This is an optimization exercise on Yosys and OpenROAD, whose aim is small area and a short achievable clock period, not a production implementation.
Where RTL was checked, it was by simulation tests only, not by an equivalence proof against the original.
Power is estimated from default activity; no workload was simulated.

==> inputs of job 2789 <==
==> flow/design.v (excerpt) <==
module cfgTop
(
  input  logic                    clk,
  input  logic                    rstN,
  input  logic                    psel,
  input  logic                    penable,
  input  logic                    pwrite,
  input  logic [8-1:0]  paddr,
  input  logic [16-1:0]                pwdata,
  output logic [16-1:0]                     prdata,
  output logic                         pready,
  output logic                         pslverr,
  output logic [10-1:0]         filtsUsed,
  output logic [27-1:0]         incrementConstant,
  output logic [27-1:0]         decayConstant,
  output logic [4-1:0]          gensUsed,
  output logic [4-1:0]          gensEn,
  output logic                         reportTags,
  output logic                         pReset,
  output logic                         sReset,
  output logic                         progValid,
  input  logic                    progReady,
  output logic [4-1:0]          progGenIdx,
  output logic [16-1:0]        progPeriod,
  output logic [16-1:0]        progTicks,
  output logic [11-1:0]           progTag,
  output logic [48-1:0]                         currentTime,
  output logic                         unitTick,
  output logic                         hbPulse
);
==> module timeMgr, before the edit <==
module timeMgr
(
  input  logic                 clk,
  input  logic                 rstN,
  input  logic [16-1:0]  unitLen,
  input  logic [48-1:0]  timeElapsed,
  input  logic [48-1:0]  sendHbEvery,
  input  logic                 resetTime,
  output logic [48-1:0]  currentTime,
  output logic                 unitTick,
  output logic                 hbPulse
);
  logic [16-1:0] unitNext;    
  logic [48-1:0] hbNext;      
  logic                wrap;
  logic                hbDue;
  function automatic logic geTree16(input logic [15:0] a, input logic [15:0] b);
    logic [15:0] g, e;
    g = a & ~b;
    e = ~(a ^ b);
    for (int s = 1; s < 16; s = s * 2) begin
      for (int i = 16 - 1; i >= 0; i--) begin
        if ((i % (2 * s)) == (2 * s - 1)) begin
          g[i] = g[i] | (e[i] & g[i - s]);
          e[i] = e[i] & e[i - s];
        end
      end
    end
    geTree16 = g[15] | e[15];
  endfunction
  function automatic logic geTree48(input logic [47:0] a, input logic [47:0] b);
    logic [63:0] g, e;
    g = {16'h0, a & ~b};
    e = {16'hffff, ~(a ^ b)};
    for (int s = 1; s < 64; s = s * 2) begin
      for (int i = 64 - 1; i >= 0; i--) begin
        if ((i % (2 * s)) == (2 * s - 1)) begin
          g[i] = g[i] | (e[i] & g[i - s]);
          e[i] = e[i] & e[i - s];
        end
      end
    end
    geTree48 = g[63] | e[63];
  endfunction
  assign wrap  = geTree16(unitNext, unitLen);
  assign hbDue = geTree48(hbNext, sendHbEvery);
  always_ff @(posedge clk or negedge rstN) begin
    if (!rstN) begin
      unitNext    <= 16'(1);
      hbNext      <= 48'(1);
      currentTime <= '0;
      unitTick    <= 1'b0;
      hbPulse     <= 1'b0;
    end else if (resetTime) begin
      unitNext    <= 16'(1);
      hbNext      <= 48'(1);
      currentTime <= timeElapsed;
      unitTick    <= 1'b0;
      hbPulse     <= 1'b0;
    end else begin
      unitTick <= wrap;
      hbPulse  <= wrap && hbDue;
      if (wrap) begin
        unitNext    <= 16'(1);
        currentTime <= currentTime + 1'b1;
        hbNext      <= hbDue ? 48'(1) : hbNext + 1'b1;
      end else begin
        unitNext <= unitNext + 1'b1;
      end
    end
  end
endmodule
==> module cfgApbSlave, before the edit <==
module cfgApbSlave
(
  input  logic                       clk,
  input  logic                       rstN,
  input  logic                       psel,
  input  logic                       penable,
  input  logic                       pwrite,
  input  logic [8-1:0]     paddr,
  input  logic [16-1:0]      pwdata,
  output logic [16-1:0]      prdata,
  output logic                       pready,
  output logic                       pslverr,
  output logic [32-1:0][16-1:0] regBank,
  output logic                       chunkTake,
  output logic [16-1:0]      chunkData,
  input  logic                       progValid,
  input  logic                       progValidNext
);
  localparam int IdxW = $clog2(32);
  localparam int BankW = 32 * 16;
  localparam logic [BankW-1:0] ResetVals =
      (BankW'(1)     << (1   * 16)) |
      (BankW'(10000) << (7    * 16)) |
      (BankW'(10000) << (11    * 16)) |
      (BankW'(1)     << (15 * 16)) |
      (BankW'(3)     << (16    * 16));
  logic            accState;    
  logic            nextAcc;
  logic            setup;
  logic            regHit;
  logic            progHit;
  logic            errHit;
  logic            rdEn;
  logic            wrQ;
  logic [IdxW-1:0] idxQ;
  logic            progWQ;
  assign regHit  = !paddr[7];
  assign progHit = paddr == 8'h80;
  assign errHit  = paddr[7] && (paddr[6:0] != '0);
  assign setup   = !accState && psel && !penable;
  assign nextAcc = accState ? !(!psel || pready) : (psel && !penable);
  assign rdEn    = setup && !pwrite && regHit;
  function automatic logic [32-1:0] wordSel(input logic [IdxW-1:0] idx);
    logic [3:0] lo;
    logic [7:0] hi;
    for (int j = 0; j < 4; j++) lo[j] = idx[1:0] == 2'(j);
    for (int j = 0; j < 8; j++) hi[j] = idx[4:2] == 3'(j);
    for (int i = 0; i < 32; i++) wordSel[i] = hi[i / 4] && lo[i % 4];
  endfunction
  logic [32-1:0]  rdSel;
  logic [16-1:0] rdData;
  always_comb begin
    rdSel  = wordSel(paddr[IdxW+1:2]);
    rdData = '0;
    for (int i = 0; i < 32; i++) begin
      rdData = rdData | ({16{rdSel[i]}} & regBank[i]);
    end
  end
  always_ff @(posedge clk or negedge rstN) begin
    if (!rstN) begin
      accState <= 1'b0;
      pready   <= 1'b0;
      pslverr  <= 1'b0;
      prdata   <= '0;
      wrQ      <= 1'b0;
      progWQ   <= 1'b0;
    end else begin
      accState <= nextAcc;
      pready   <= nextAcc && !(pwrite && progHit && progValidNext);
      pslverr  <= setup && errHit;
      prdata   <= rdData & {16{rdEn}};
      wrQ      <= setup && pwrite && regHit;
      progWQ   <= nextAcc && pwrite && progHit;
    end
  end
  always_ff @(posedge clk) begin
    idxQ <= paddr[IdxW+1:2];
  end
  assign chunkTake = progWQ && !progValid;
  assign chunkData = pwdata;
  logic [32-1:0] wrSel;
  assign wrSel = wordSel(idxQ) & {32{wrQ}};
  always_ff @(posedge clk or negedge rstN) begin
    if (!rstN) begin
      regBank <= ResetVals;
    end else begin
      for (int i = 0; i < 32; i++) begin
        if (wrSel[i]) regBank[i] <= pwdata;
      end
    end
  end
endmodule
==> module progDeserializer, before the edit <==
module progDeserializer
#(
  parameter int outW    = 47,
  parameter int nChunks = 3
) (
  input  logic                   clk,
  input  logic                   rstN,
  input  logic                   inTake,
  input  logic [16-1:0]  inData,
  output logic                   outValid,
  output logic                   outValidNext,
  output logic [outW-1:0]        outWord,
  input  logic                   outReady
);
  localparam int InW  = 16;
  localparam int BufW = nChunks * InW;
  localparam int CntW = (nChunks > 1) ? $clog2(nChunks) : 1;
  localparam logic [CntW-1:0] LastCnt = CntW'(nChunks - 1);
  logic [CntW-1:0]  chunkCnt;
  logic [BufW-1:0]  shiftBuf;
  logic             last;
  assign last = chunkCnt == LastCnt;
  assign outValidNext = outValid ? !outReady : (inTake && last);
  always_ff @(posedge clk) begin
    for (int k = 0; k < nChunks; k++) begin
      if (inTake && chunkCnt == CntW'(k)) begin
        shiftBuf[k*InW +: InW] <= inData;
      end
    end
  end
  always_ff @(posedge clk or negedge rstN) begin
    if (!rstN) begin
      chunkCnt <= '0;
      outValid <= 1'b0;
    end else begin
      if (inTake) begin
        chunkCnt <= last ? '0 : chunkCnt + 1'b1;
      end
      outValid <= outValidNext;
    end
  end
  assign outWord = shiftBuf[outW-1:0];
endmodule
make LEC_CHECK=0 CAP_MARGIN=20 CORE_MARGIN=2 CORE_UTILIZATION=40 SETUP_SLACK_MARGIN=3.3 SLEW_MARGIN=20 finish   # period 6.0 ns
run.sh (not shown) runs the stock make flow with config.mk's settings and CLKGATE_MAP_FILE= SYNTH_SCRIPT=/design/flow/synth_recipe.tcl, a recipe that flattens the netlist after the stock synthesis.
==> inputs of job 8600, as changes to job 2789 <==
--- a/flow/design.v
+++ b/flow/design.v
@@ -11,17 +11,19 @@
   input  logic [16-1:0]      pwdata,
   output logic [16-1:0]      prdata,
   output logic                       pready,
   output logic                       pslverr,
   output logic [32-1:0][16-1:0] regBank,
   output logic                       chunkTake,
   output logic [16-1:0]      chunkData,
   input  logic                       progValid,
-  input  logic                       progValidNext
+  input  logic                       progValidNext,
+  output logic [16-1:0]        unitLenNext,
+  output logic [48-1:0]        hbEveryNext
 );
   localparam int IdxW = $clog2(32);
   localparam int BankW = 32 * 16;
   localparam logic [BankW-1:0] ResetVals =
       (BankW'(1)     << (1   * 16)) |
       (BankW'(10000) << (7    * 16)) |
       (BankW'(10000) << (11    * 16)) |
       (BankW'(1)     << (15 * 16)) |
@@ -31,16 +33,18 @@
   logic            setup;
   logic            regHit;
   logic            progHit;
   logic            errHit;
   logic            rdEn;
   logic            wrQ;
   logic [IdxW-1:0] idxQ;
   logic            progWQ;
+  logic            wrUnitQ;     
+  logic [2:0]      wrHbQ;       
   assign regHit  = !paddr[7];
   assign progHit = paddr == 8'h80;
   assign errHit  = paddr[7] && (paddr[6:0] != '0);
   assign setup   = !accState && psel && !penable;
   assign nextAcc = accState ? !(!psel || pready) : (psel && !penable);
   assign rdEn    = setup && !pwrite && regHit;
   function automatic logic [32-1:0] wordSel(input logic [IdxW-1:0] idx);
     logic [3:0] lo;
@@ -61,32 +65,44 @@
   always_ff @(posedge clk or negedge rstN) begin
     if (!rstN) begin
       accState <= 1'b0;
       pready   <= 1'b0;
       pslverr  <= 1'b0;
       prdata   <= '0;
       wrQ      <= 1'b0;
       progWQ   <= 1'b0;
+      wrUnitQ  <= 1'b0;
+      wrHbQ    <= '0;
     end else begin
       accState <= nextAcc;
       pready   <= nextAcc && !(pwrite && progHit && progValidNext);
       pslverr  <= setup && errHit;
       prdata   <= rdData & {16{rdEn}};
       wrQ      <= setup && pwrite && regHit;
       progWQ   <= nextAcc && pwrite && progHit;
+      wrUnitQ  <= setup && pwrite && regHit && (paddr[IdxW+1:2] == IdxW'(7));
+      for (int k = 0; k < 3; k++) begin
+        wrHbQ[k] <= setup && pwrite && regHit &&
+                    (paddr[IdxW+1:2] == IdxW'(11 + k));
+      end
     end
   end
   always_ff @(posedge clk) begin
     idxQ <= paddr[IdxW+1:2];
   end
   assign chunkTake = progWQ && !progValid;
   assign chunkData = pwdata;
   logic [32-1:0] wrSel;
   assign wrSel = wordSel(idxQ) & {32{wrQ}};
+  assign unitLenNext = wrUnitQ ? pwdata : regBank[7];
+  for (genvar k = 0; k < 3; k++) begin : g_hb
+    assign hbEveryNext[k*16 +: 16] =
+        wrHbQ[k] ? pwdata : regBank[11 + k];
+  end
   always_ff @(posedge clk or negedge rstN) begin
     if (!rstN) begin
       regBank <= ResetVals;
     end else begin
       for (int i = 0; i < 32; i++) begin
         if (wrSel[i]) regBank[i] <= pwdata;
       end
     end
@@ -215,78 +231,97 @@
 `default_nettype none
 module timeMgr
 (
   input  logic                 clk,
   input  logic                 rstN,
   input  logic [16-1:0]  unitLen,
   input  logic [48-1:0]  timeElapsed,
   input  logic [48-1:0]  sendHbEvery,
+  input  logic [16-1:0]  unitLenNext,    
+  input  logic [48-1:0]  hbEveryNext,    
   input  logic                 resetTime,
   output logic [48-1:0]  currentTime,
   output logic                 unitTick,
   output logic                 hbPulse
 );
-  logic [16-1:0] unitNext;    
-  logic [48-1:0] hbNext;      
-  logic                wrap;
-  logic                hbDue;
   function automatic logic geTree16(input logic [15:0] a, input logic [15:0] b);
-    logic [15:0] g, e;
+    logic [15:0] g, p;
     g = a & ~b;
-    e = ~(a ^ b);
+    p = a | ~b;
     for (int s = 1; s < 16; s = s * 2) begin
       for (int i = 16 - 1; i >= 0; i--) begin
         if ((i % (2 * s)) == (2 * s - 1)) begin
-          g[i] = g[i] | (e[i] & g[i - s]);
-          e[i] = e[i] & e[i - s];
+          g[i] = g[i] | (p[i] & g[i - s]);
+          p[i] = p[i] & p[i - s];
         end
       end
     end
-    geTree16 = g[15] | e[15];
+    geTree16 = g[15] | p[15];
   endfunction
   function automatic logic geTree48(input logic [47:0] a, input logic [47:0] b);
-    logic [63:0] g, e;
+    logic [63:0] g, p;
     g = {16'h0, a & ~b};
-    e = {16'hffff, ~(a ^ b)};
+    p = {16'hffff, a | ~b};
     for (int s = 1; s < 64; s = s * 2) begin
       for (int i = 64 - 1; i >= 0; i--) begin
         if ((i % (2 * s)) == (2 * s - 1)) begin
-          g[i] = g[i] | (e[i] & g[i - s]);
-          e[i] = e[i] & e[i - s];
+          g[i] = g[i] | (p[i] & g[i - s]);
+          p[i] = p[i] & p[i - s];
         end
       end
     end
-    geTree48 = g[63] | e[63];
+    geTree48 = g[63] | p[63];
+  endfunction
+  function automatic logic [15:0] onesBelow16(input logic [15:0] a);
+    logic [15:0] t;
+    t = {a[14:0], 1'b1};
+    for (int s = 1; s < 16; s = s * 2) begin
+      for (int i = 16 - 1; i >= s; i--) t[i] = t[i] & t[i - s];
+    end
+    onesBelow16 = t;
+  endfunction
+  function automatic logic [47:0] onesBelow48(input logic [47:0] a);
+    logic [47:0] t;
+    t = {a[46:0], 1'b1};
+    for (int s = 1; s < 48; s = s * 2) begin
+      for (int i = 48 - 1; i >= s; i--) t[i] = t[i] & t[i - s];
+    end
+    onesBelow48 = t;
   endfunction
-  assign wrap  = geTree16(unitNext, unitLen);
-  assign hbDue = geTree48(hbNext, sendHbEvery);
+  logic [16-1:0] unitNext;    
+  logic [48-1:0] hbNext;      
+  logic [16-1:0] unitNextD;
+  logic [48-1:0] hbNextD;
+  logic                wrap;        
+  logic                hbDue;       
+  logic                unitClr;
+  logic                hbClr;
+  assign hbDue     = geTree48(hbNext, sendHbEvery);
+  assign unitClr   = resetTime || wrap;
+  assign hbClr     = resetTime || (wrap && hbDue);
+  assign unitNextD = unitClr ? 16'(1) : unitNext ^ onesBelow16(unitNext);
+  assign hbNextD   = hbClr ? 48'(1) :
+                     hbNext ^ (onesBelow48(hbNext) & {48{wrap}});
   always_ff @(posedge clk or negedge rstN) begin
     if (!rstN) begin
       unitNext    <= 16'(1);
       hbNext      <= 48'(1);
+      wrap        <= 1'b0;
       currentTime <= '0;
       unitTick    <= 1'b0;
       hbPulse     <= 1'b0;
-    end else if (resetTime) begin
-      unitNext    <= 16'(1);
-      hbNext      <= 48'(1);
-      currentTime <= timeElapsed;
-      unitTick    <= 1'b0;
-      hbPulse     <= 1'b0;
     end else begin
-      unitTick <= wrap;
-      hbPulse  <= wrap && hbDue;
-      if (wrap) begin
-        unitNext    <= 16'(1);
-        currentTime <= currentTime + 1'b1;
-        hbNext      <= hbDue ? 48'(1) : hbNext + 1'b1;
-      end else begin
-        unitNext <= unitNext + 1'b1;
-      end
+      unitTick    <= !resetTime && wrap;
+      hbPulse     <= !resetTime && wrap && hbDue;
+      unitNext    <= unitNextD;
+      hbNext      <= hbNextD;
+      wrap        <= geTree16(unitNextD, unitLenNext);
+      currentTime <= resetTime ? timeElapsed :
+                     currentTime ^ (onesBelow48(currentTime) & {48{wrap}});
     end
   end
 endmodule
 `default_nettype wire
 `timescale 1ns/1ps
 `default_nettype none
 module cfgTop
 (
@@ -321,32 +356,36 @@
   logic [32-1:0][16-1:0] regBank;
   logic [16-1:0]                 chunkData;
   logic                     chunkTake;
   logic                     progValidNext;
   logic [16-1:0]                  unitLen;
   logic [48-1:0]                     timeElapsed;
   logic [48-1:0]                     sendHbEvery;
   logic                     resetTime;
+  logic [16-1:0]      unitLenNext;
+  logic [48-1:0]      hbEveryNext;
   cfgApbSlave u_slave (
     .clk          (clk),
     .rstN         (rstN),
     .psel         (psel),
     .penable      (penable),
     .pwrite       (pwrite),
     .paddr        (paddr),
     .pwdata       (pwdata),
     .prdata       (prdata),
     .pready       (pready),
     .pslverr      (pslverr),
     .regBank      (regBank),
     .chunkTake    (chunkTake),
     .chunkData    (chunkData),
     .progValid    (progValid),
-    .progValidNext (progValidNext)
+    .progValidNext (progValidNext),
+    .unitLenNext  (unitLenNext),
+    .hbEveryNext  (hbEveryNext)
   );
   cfgMapper u_mapper (
     .clk               (clk),
     .rstN              (rstN),
     .regBank           (regBank),
     .filtsUsed         (filtsUsed),
     .incrementConstant (incrementConstant),
     .decayConstant     (decayConstant),
@@ -370,15 +409,17 @@
     .progTag           (progTag)
   );
   timeMgr u_timeMgr (
     .clk         (clk),
     .rstN        (rstN),
     .unitLen     (unitLen),
     .timeElapsed (timeElapsed),
     .sendHbEvery (sendHbEvery),
+    .unitLenNext (unitLenNext),
+    .hbEveryNext (hbEveryNext),
     .resetTime   (resetTime),
     .currentTime (currentTime),
     .unitTick    (unitTick),
     .hbPulse     (hbPulse)
   );
 endmodule
 `default_nettype wire
==> flow/config.mk (replaced) <==
export PLATFORM = sky130hd
export DESIGN_NAME = cfgTop
export DESIGN_NICKNAME = cfgTop
export VERILOG_FILES = /design/flow/design.v
export SDC_FILE = /design/flow/constraint.sdc
export NUM_CORES = 4
export LEC_CHECK = 0
export CAP_MARGIN = 20
export CORE_MARGIN = 2
export CORE_UTILIZATION = 60
export SETUP_SLACK_MARGIN = 3.5
export SLEW_MARGIN = 20
==> inputs of job 2725, as changes to job 2789 <==
--- a/flow/design.v
+++ b/flow/design.v
@@ -220,73 +220,85 @@
   input  logic [16-1:0]  unitLen,
   input  logic [48-1:0]  timeElapsed,
   input  logic [48-1:0]  sendHbEvery,
   input  logic                 resetTime,
   output logic [48-1:0]  currentTime,
   output logic                 unitTick,
   output logic                 hbPulse
 );
-  logic [16-1:0] unitNext;    
-  logic [48-1:0] hbNext;      
-  logic                wrap;
-  logic                hbDue;
   function automatic logic geTree16(input logic [15:0] a, input logic [15:0] b);
-    logic [15:0] g, e;
+    logic [15:0] g, p;
     g = a & ~b;
-    e = ~(a ^ b);
+    p = a | ~b;
     for (int s = 1; s < 16; s = s * 2) begin
       for (int i = 16 - 1; i >= 0; i--) begin
         if ((i % (2 * s)) == (2 * s - 1)) begin
-          g[i] = g[i] | (e[i] & g[i - s]);
-          e[i] = e[i] & e[i - s];
+          g[i] = g[i] | (p[i] & g[i - s]);
+          p[i] = p[i] & p[i - s];
         end
       end
     end
-    geTree16 = g[15] | e[15];
+    geTree16 = g[15] | p[15];
   endfunction
   function automatic logic geTree48(input logic [47:0] a, input logic [47:0] b);
-    logic [63:0] g, e;
+    logic [63:0] g, p;
     g = {16'h0, a & ~b};
-    e = {16'hffff, ~(a ^ b)};
+    p = {16'hffff, a | ~b};
     for (int s = 1; s < 64; s = s * 2) begin
       for (int i = 64 - 1; i >= 0; i--) begin
         if ((i % (2 * s)) == (2 * s - 1)) begin
-          g[i] = g[i] | (e[i] & g[i - s]);
-          e[i] = e[i] & e[i - s];
+          g[i] = g[i] | (p[i] & g[i - s]);
+          p[i] = p[i] & p[i - s];
         end
       end
     end
-    geTree48 = g[63] | e[63];
+    geTree48 = g[63] | p[63];
+  endfunction
+  function automatic logic [15:0] onesBelow16(input logic [15:0] a);
+    logic [15:0] t;
+    t = {a[14:0], 1'b1};
+    for (int s = 1; s < 16; s = s * 2) begin
+      for (int i = 16 - 1; i >= s; i--) t[i] = t[i] & t[i - s];
+    end
+    onesBelow16 = t;
+  endfunction
+  function automatic logic [47:0] onesBelow48(input logic [47:0] a);
+    logic [47:0] t;
+    t = {a[46:0], 1'b1};
+    for (int s = 1; s < 48; s = s * 2) begin
+      for (int i = 48 - 1; i >= s; i--) t[i] = t[i] & t[i - s];
+    end
+    onesBelow48 = t;
   endfunction
-  assign wrap  = geTree16(unitNext, unitLen);
-  assign hbDue = geTree48(hbNext, sendHbEvery);
+  logic [16-1:0] unitNext;    
+  logic [48-1:0] hbNext;      
+  logic                wrap;
+  logic                hbDue;
+  logic                unitClr;
+  logic                hbClr;
+  assign wrap    = geTree16(unitNext, unitLen);
+  assign hbDue   = geTree48(hbNext, sendHbEvery);
+  assign unitClr = resetTime || wrap;
+  assign hbClr   = resetTime || (wrap && hbDue);
   always_ff @(posedge clk or negedge rstN) begin
     if (!rstN) begin
       unitNext    <= 16'(1);
       hbNext      <= 48'(1);
       currentTime <= '0;
       unitTick    <= 1'b0;
       hbPulse     <= 1'b0;
-    end else if (resetTime) begin
-      unitNext    <= 16'(1);
-      hbNext      <= 48'(1);
-      currentTime <= timeElapsed;
-      unitTick    <= 1'b0;
-      hbPulse     <= 1'b0;
     end else begin
-      unitTick <= wrap;
-      hbPulse  <= wrap && hbDue;
-      if (wrap) begin
-        unitNext    <= 16'(1);
-        currentTime <= currentTime + 1'b1;
-        hbNext      <= hbDue ? 48'(1) : hbNext + 1'b1;
-      end else begin
-        unitNext <= unitNext + 1'b1;
-      end
+      unitTick    <= !resetTime && wrap;
+      hbPulse     <= !resetTime && wrap && hbDue;
+      unitNext    <= unitClr ? 16'(1) : unitNext ^ onesBelow16(unitNext);
+      hbNext      <= hbClr ? 48'(1) :
+                     hbNext ^ (onesBelow48(hbNext) & {48{wrap}});
+      currentTime <= resetTime ? timeElapsed :
+                     currentTime ^ (onesBelow48(currentTime) & {48{wrap}});
     end
   end
 endmodule
 `default_nettype wire
 `timescale 1ns/1ps
 `default_nettype none
 module cfgTop
 (
==> flow/config.mk (replaced) <==
export PLATFORM = sky130hd
export DESIGN_NAME = cfgTop
export DESIGN_NICKNAME = cfgTop
export VERILOG_FILES = /design/flow/design.v
export SDC_FILE = /design/flow/constraint.sdc
export NUM_CORES = 4
export LEC_CHECK = 0
export CAP_MARGIN = 20
export CORE_MARGIN = 2
export CORE_UTILIZATION = 60
export SETUP_SLACK_MARGIN = 3.4
export SLEW_MARGIN = 20
==> inputs of job 5953, as changes to job 2789 <==
--- a/flow/design.v
+++ b/flow/design.v
@@ -27,73 +27,51 @@
       (BankW'(1)     << (15 * 16)) |
       (BankW'(3)     << (16    * 16));
   logic            accState;    
   logic            nextAcc;
   logic            setup;
   logic            regHit;
   logic            progHit;
   logic            errHit;
-  logic            rdEn;
   logic            wrQ;
   logic [IdxW-1:0] idxQ;
   logic            progWQ;
   assign regHit  = !paddr[7];
   assign progHit = paddr == 8'h80;
   assign errHit  = paddr[7] && (paddr[6:0] != '0);
   assign setup   = !accState && psel && !penable;
   assign nextAcc = accState ? !(!psel || pready) : (psel && !penable);
-  assign rdEn    = setup && !pwrite && regHit;
-  function automatic logic [32-1:0] wordSel(input logic [IdxW-1:0] idx);
-    logic [3:0] lo;
-    logic [7:0] hi;
-    for (int j = 0; j < 4; j++) lo[j] = idx[1:0] == 2'(j);
-    for (int j = 0; j < 8; j++) hi[j] = idx[4:2] == 3'(j);
-    for (int i = 0; i < 32; i++) wordSel[i] = hi[i / 4] && lo[i % 4];
-  endfunction
-  logic [32-1:0]  rdSel;
-  logic [16-1:0] rdData;
-  always_comb begin
-    rdSel  = wordSel(paddr[IdxW+1:2]);
-    rdData = '0;
-    for (int i = 0; i < 32; i++) begin
-      rdData = rdData | ({16{rdSel[i]}} & regBank[i]);
-    end
-  end
   always_ff @(posedge clk or negedge rstN) begin
     if (!rstN) begin
       accState <= 1'b0;
       pready   <= 1'b0;
       pslverr  <= 1'b0;
       prdata   <= '0;
       wrQ      <= 1'b0;
       progWQ   <= 1'b0;
     end else begin
       accState <= nextAcc;
       pready   <= nextAcc && !(pwrite && progHit && progValidNext);
       pslverr  <= setup && errHit;
-      prdata   <= rdData & {16{rdEn}};
+      prdata   <= (setup && !pwrite && regHit) ? regBank[paddr[IdxW+1:2]] : '0;
       wrQ      <= setup && pwrite && regHit;
       progWQ   <= nextAcc && pwrite && progHit;
     end
   end
   always_ff @(posedge clk) begin
     idxQ <= paddr[IdxW+1:2];
   end
   assign chunkTake = progWQ && !progValid;
   assign chunkData = pwdata;
-  logic [32-1:0] wrSel;
-  assign wrSel = wordSel(idxQ) & {32{wrQ}};
   always_ff @(posedge clk or negedge rstN) begin
     if (!rstN) begin
       regBank <= ResetVals;
-    end else begin
-      for (int i = 0; i < 32; i++) begin
-        if (wrSel[i]) regBank[i] <= pwdata;
-      end
+    end else if (wrQ) begin
+      regBank[idxQ] <= pwdata;
     end
   end
 endmodule
 `default_nettype wire
 `timescale 1ns/1ps
 `default_nettype none
 module progDeserializer
 #(
@@ -114,20 +92,18 @@
   localparam int CntW = (nChunks > 1) ? $clog2(nChunks) : 1;
   localparam logic [CntW-1:0] LastCnt = CntW'(nChunks - 1);
   logic [CntW-1:0]  chunkCnt;
   logic [BufW-1:0]  shiftBuf;
   logic             last;
   assign last = chunkCnt == LastCnt;
   assign outValidNext = outValid ? !outReady : (inTake && last);
   always_ff @(posedge clk) begin
-    for (int k = 0; k < nChunks; k++) begin
-      if (inTake && chunkCnt == CntW'(k)) begin
-        shiftBuf[k*InW +: InW] <= inData;
-      end
+    if (inTake) begin
+      shiftBuf <= {inData, shiftBuf[BufW-1:InW]};
     end
   end
   always_ff @(posedge clk or negedge rstN) begin
     if (!rstN) begin
       chunkCnt <= '0;
       outValid <= 1'b0;
     end else begin
       if (inTake) begin
@@ -224,46 +200,18 @@
   output logic [48-1:0]  currentTime,
   output logic                 unitTick,
   output logic                 hbPulse
 );
   logic [16-1:0] unitNext;    
   logic [48-1:0] hbNext;      
   logic                wrap;
   logic                hbDue;
-  function automatic logic geTree16(input logic [15:0] a, input logic [15:0] b);
-    logic [15:0] g, e;
-    g = a & ~b;
-    e = ~(a ^ b);
-    for (int s = 1; s < 16; s = s * 2) begin
-      for (int i = 16 - 1; i >= 0; i--) begin
-        if ((i % (2 * s)) == (2 * s - 1)) begin
-          g[i] = g[i] | (e[i] & g[i - s]);
-          e[i] = e[i] & e[i - s];
-        end
-      end
-    end
-    geTree16 = g[15] | e[15];
-  endfunction
-  function automatic logic geTree48(input logic [47:0] a, input logic [47:0] b);
-    logic [63:0] g, e;
-    g = {16'h0, a & ~b};
-    e = {16'hffff, ~(a ^ b)};
-    for (int s = 1; s < 64; s = s * 2) begin
-      for (int i = 64 - 1; i >= 0; i--) begin
-        if ((i % (2 * s)) == (2 * s - 1)) begin
-          g[i] = g[i] | (e[i] & g[i - s]);
-          e[i] = e[i] & e[i - s];
-        end
-      end
-    end
-    geTree48 = g[63] | e[63];
-  endfunction
-  assign wrap  = geTree16(unitNext, unitLen);
-  assign hbDue = geTree48(hbNext, sendHbEvery);
+  assign wrap  = unitNext >= unitLen;
+  assign hbDue = hbNext >= sendHbEvery;
   always_ff @(posedge clk or negedge rstN) begin
     if (!rstN) begin
       unitNext    <= 16'(1);
       hbNext      <= 48'(1);
       currentTime <= '0;
       unitTick    <= 1'b0;
       hbPulse     <= 1'b0;
     end else if (resetTime) begin
==> flow/config.mk (replaced) <==
export PLATFORM = sky130hd
export DESIGN_NAME = cfgTop
export DESIGN_NICKNAME = cfgTop
export VERILOG_FILES = /design/flow/design.v
export SDC_FILE = /design/flow/constraint.sdc
export NUM_CORES = 4
export LEC_CHECK = 0
export ABC_CLOCK_PERIOD_IN_PS = 2500
export CAP_MARGIN = 20
export CORE_MARGIN = 2
export CORE_UTILIZATION = 40
export SETUP_SLACK_MARGIN = 3.5
export SLEW_MARGIN = 20
==> qor summary <==
item                                                                     job 2789                         job 5953              job 8600              job 2725
Simple-gate share of the synthesized area                                   10.6%                            6.69%                 9.22%                 8.54%
Origin of the worst min-delay path                          u_timeMgr.unitNext[0]  u_mapper.u_progDes.shiftBuf[47]  u_slave.regBank[294]  u_slave.regBank[335]
Count of flip-flops with a built-in enable after synthesis                     47                               48                    47                    47
Status                                                   timing/DRC/antenna clean         timing/DRC/antenna clean  timing/DRC/antenna clean  timing/DRC/antenna clean
Max FO, Critical Path                                                           8                                8                     5                     6
CTS resizes                                                                   301                              821                   600                   291
Cell count after placement                                                   3994                             3716                  3333                  3339
Final Instance Count excl. Fillers                                           4236                             4125                  3747                  3584
Sequential cell count                                                         702                              703                   704                   702
Non-clock buffer area fraction after layout                                 9.41%                            10.8%                 13.6%                 9.38%
Number of clock buffers in the layout                                         113                              118                   119                   118
Number of cells traversed by the worst hold path                                1                                0                     1                     1
Net switching fraction of the power                                         25.5%                            25.9%                 26.9%                 26.1%
Only the layout flow was run in job 2789 and job 5953; the RTL was not checked for function there.

==> afterwards: timing with drivers on the ports <==
No port has a modelled driver above. Below, the same layouts with a new extraction and two added sets of constraints. Step 1 assumes that a clkbuf_16 drives the clock port and a buf_2 every other input. Step 2 moves the port delays by t, midway between the first and last clock arrival at a register: inputs arrive t later, outputs are due t later. That takes back most of the time a late clock gives input paths. Slacks: ideal / step 1 / step 2; pairs: ideal / step 1.
run	t (ns)	setup slack, ns	hold WS [ns]	worst slew at a driven data input, ns
job 2789	0.698	3.150 / 3.150 / 2.770	0.498 / 0.498 / 0.498	0.05
job 8600	0.680	3.214 / 3.214 / 2.724	0.506 / 0.506 / 0.506	0.05
job 2725	0.683	3.292 / 3.292 / 2.664	0.506 / 0.506 / 0.506	0.05
job 5953	0.697	2.927 / 2.927 / 2.674	0.414 / 0.414 / 0.414	0.18
After both steps setup and hold are still met in every run listed. For job 2725, which loses most, drivers alone change the setup slack by 0.000 ns; drivers and shift together by -0.628 ns.
